This is an optimization exercise on Yosys and OpenROAD, whose aim is a short achievable clock period and few clock cycles, not a production implementation. Power and IR drop assume default switching activity.

Setup of the previous run:
## MipsCore
module MipsCore (
    input  logic        clk,
    input  logic        arstN,
    input  logic [31:0] instr,
    input  logic [31:0] dmemRData,
    output logic [31:0] pc,
    output logic [31:0] dmemAddr,
    output logic [31:0] dmemWData,
    output logic [3:0]  dmemByteEn,
    output logic        dmemWe,
    output logic        dmemRe
);
For scale: about 12000 cells after synthesis.
export LEC_CHECK = 0
export ABC_CLOCK_PERIOD_IN_PS = 5000
export CAP_MARGIN = 30
export CELL_PAD_IN_SITES_DETAIL_PLACEMENT = 1
export CELL_PAD_IN_SITES_GLOBAL_PLACEMENT = 2
export CORE_MARGIN = 2
export CORE_UTILIZATION = 55
export SETUP_SLACK_MARGIN = 5
export SLEW_MARGIN = 30
create_clock -name core_clock -period 22.0 [get_ports {clk}]
standard.sh (not shown) runs the stock make flow with config.mk's settings and CLKGATE_MAP_FILE= SYNTH_SCRIPT=/design/flow/synth_recipe.tcl, a recipe that flattens the netlist after the stock synthesis.
==> flow/flow/run.sh <==
#!/bin/bash
# Standard synthesis, then the standard layout steps with:
#  - a larger setup margin for ORFS's timing repair, so it optimises toward
#    a ~6 ns period (the SDC - clock period, IO delays - is the standard flow's, unchanged);
#  - the IO port buffers made as buf_4 cells instead of the delay cell
#    buffer_ports picks by default (every port still gets its buffer).
set -uo pipefail
MARGIN=${MARGIN:-16}
bash standard.sh synth > synth.log 2>&1 || { tail -50 synth.log; exit 1; }
bash standard.sh finish SETUP_SLACK_MARGIN=$MARGIN \
  "BUFFER_PORTS_ARGS=-buffer_cell sky130_fd_sc_hd__buf_4" > layout.log 2>&1 || { tail -50 layout.log; exit 1; }
Setup changes, the previous run to the current run
--- a/flow/design.v
+++ b/flow/design.v
@@ -1052,22 +1052,23 @@
     output logic        dmemRe
 );
     localparam int NB  = 8;
     localparam int NBW = 3;
     localparam int MROWS = 6;
     localparam int HW  = 7;
     localparam int NR  = 8;
     localparam int NRW = 3;
     logic [31:0] pcF;
     logic        vD;
     logic [31:0] irD, pcD, pc4D;
+    logic [31:0] rsOHD, rtOHD;    
     logic        ptD;            
     logic [31:0] pnD;            
     logic        hitD;
     logic [NBW-1:0] hitIdxD;
     logic        vE;
     logic [31:0] aE, bE;
     logic        fwdAE, fwdBE;
     logic        opAddE, opSubE, opAndE, opOrE, opXorE, opSltE, opSllE, opSrlE, opMulE;
     logic [4:0]  shE;
     logic        wrE;            
     logic [4:0]  dstE;
@@ -1189,35 +1190,40 @@
         else if (isJal)                         dstD = 5'd31;
         else                                    dstD = rt;
         wrD = (isRAlu || isSll || isSrl || isMul || isJal || isAddi || isSlti ||
                isOri || isXori || isLoad) && (dstD != 5'd0);
         useRsE = isRAlu || isMul || isJr || isCond || isAddi || isSlti || isOri || isXori;
         useRtE = isRAlu || isSll || isSrl || isMul || isBeq || isBne;
     end
     logic        lt;
     logic [31:0] A, B, valE;
     logic [31:0] rsD, rtD;
     always_comb begin
-        rsD = rfV[rs] ? rf[rs] : 32'd0;
-        rtD = rfV[rt] ? rf[rt] : 32'd0;
+        rsD = '0;
+        rtD = '0;
+        for (int i = 1; i < 32; i++) begin
+            if (rsOHD[i] && rfV[i]) rsD = rsD | rf[i];
+            if (rtOHD[i] && rfV[i]) rtD = rtD | rf[i];
+        end
         if (wEnW && wDstW == rs) rsD = wValW;
         if (wEnW && wDstW == rt) rtD = wValW;
     end
     logic eWr;
     logic hazD;
     assign eWr  = vE && wrE;
     logic baseFwd;
     assign baseFwd = eWr && opAddE && (dstE == rs);
-    assign hazD = vD && eWr && (isLoad || isStore) && (dstE == rs) && !opAddE;
+    assign hazD = vD && eWr && (((isLoad || isStore) && (dstE == rs) && !opAddE) ||
+                                (isStore && ldE && (dstE == rt)));
     logic sdFwd;
-    assign sdFwd = eWr && (dstE == rt);
+    assign sdFwd = eWr && !ldE && (dstE == rt);
     logic [31:0] immS, immZ, addrD;
     logic [3:0]  beD;
     logic [31:0] wdataD;
     assign immS  = {{16{imm[15]}}, imm};
     assign immZ  = {16'd0, imm};
     logic [31:0] agu00, agu10, agu01, agu11, aguFwd;
     Add3 uAgu00 (.x(aE),    .y(bE),    .z(immS), .s(agu00));
     Add3 uAgu10 (.x(wValW), .y(bE),    .z(immS), .s(agu10));
     Add3 uAgu01 (.x(aE),    .y(wValW), .z(immS), .s(agu01));
     Add3 uAgu11 (.x(wValW), .y(wValW), .z(immS), .s(agu11));
     always_comb begin
@@ -1357,22 +1363,24 @@
             else if (mulHold || hazD)      vD <= vD;
             else                           vD <= !redirD;
         end
     end
     logic [31:0] pcOut;
     always_ff @(posedge clk) begin
         pcOut <= arstN ? pcNext : 32'd0;
     end
     always_ff @(posedge clk) begin
         if (!mulHold && !hazD) begin
             irD     <= instr;
+            rsOHD   <= 32'd1 << instr[25:21];
+            rtOHD   <= 32'd1 << instr[20:16];
             pcD     <= pcF;
             pc4D    <= pc4F;
             ptD     <= ptF;
             pnD     <= npF;
             hitD    <= hitF;
             hitIdxD <= hitIdxF;
         end
     end
     always_ff @(posedge clk or negedge arstN) begin
         if (!arstN) begin
             vE   <= 1'b0;
@@ -1408,25 +1416,25 @@
         else if (isBltz) condE <= 3'd4;
         else             condE <= 3'd5;
         ptE     <= fuseD ? fuseTk : ptD;
         pnE     <= redirD ? tgtD : pnD;
         pc4E    <= pc4D;
         btE     <= isJump ? jtD : btD;
         pcE     <= pcD;
         hitE    <= hitD;
         hitIdxE <= hitIdxD;
         addrE   <= {addrD[31:2], 2'b00};
         if (!sdFwd)     wdataE <= wdataD;
-        else if (isSb)  wdataE <= {4{valE[7:0]}};
-        else if (isSh)  wdataE <= {2{valE[15:0]}};
-        else            wdataE <= valE;
+        else if (isSb)  wdataE <= {4{resE[7:0]}};
+        else if (isSh)  wdataE <= {2{resE[15:0]}};
+        else            wdataE <= resE;
         beE     <= beD;
         lselE   <= addrD[1:0];
         lwidE   <= isLw ? 2'd0 : (isLh ? 2'd1 : 2'd2);
     end
     always_ff @(posedge clk) begin
         if (!mulHold) begin
             opAddE  <= isAddu || isAddi || isJal;
             opSubE  <= isSubu;
             opAndE  <= isAnd;
             opOrE   <= isOr || isOri;
             opXorE  <= isXor || isXori;
Findings:
Sequential fraction of design power (higher): the current run
Design area for the current run: 4500 µm² down relative to the previous run
Per the final summary, the current run finished and its layout is clean on timing, DRC and antenna.
Proportion of cell area occupied by multi-input gates, the current run and the previous run: lower on the current run
Per the comparison of the current run with the previous run, clock power share now smaller, final critical delay including setup and external delays now larger.
No run of this note included a check of the RTL's function; only the layout flow was run.

afterwards: timing with drivers on the ports:
No port has a modelled driver above. Below, the same layouts with a new extraction and two added sets of constraints. Step 1 (the two cells are an assumption about what drives the block):
set clk [get_ports {clk}]
set_driving_cell -lib_cell sky130_fd_sc_hd__clkbuf_16 $clk
set_driving_cell -lib_cell sky130_fd_sc_hd__buf_2 [delete_from_list [all_inputs] $clk]
Step 2, shift: input delay + t, output delay - t, t = (earliest + latest rising clock arrival at the registers) / 2. This alone moves slack from input paths to output paths. Three values: no drivers, after step 1, after step 2; two values: the first two.
| run | shift t [ns] | setup slack, ns | worst hold slack (ns) | slew at the worst register clock pin (ns) |
|---|---|---|---|---|
| the previous run | 1.071 | 15.830 / 15.830 / 14.896 | 0.329 / 0.329 / 0.329 | 0.08 / 0.08 |
| the current run | 1.147 | 15.723 / 15.723 / 15.241 | 0.317 / 0.317 / 0.317 | 0.08 / 0.08 |
After both steps setup and hold are still met in every run listed. The setup slack of the previous run, which loses most, moves by 0.000 ns with the drivers and by -0.934 ns with both steps.
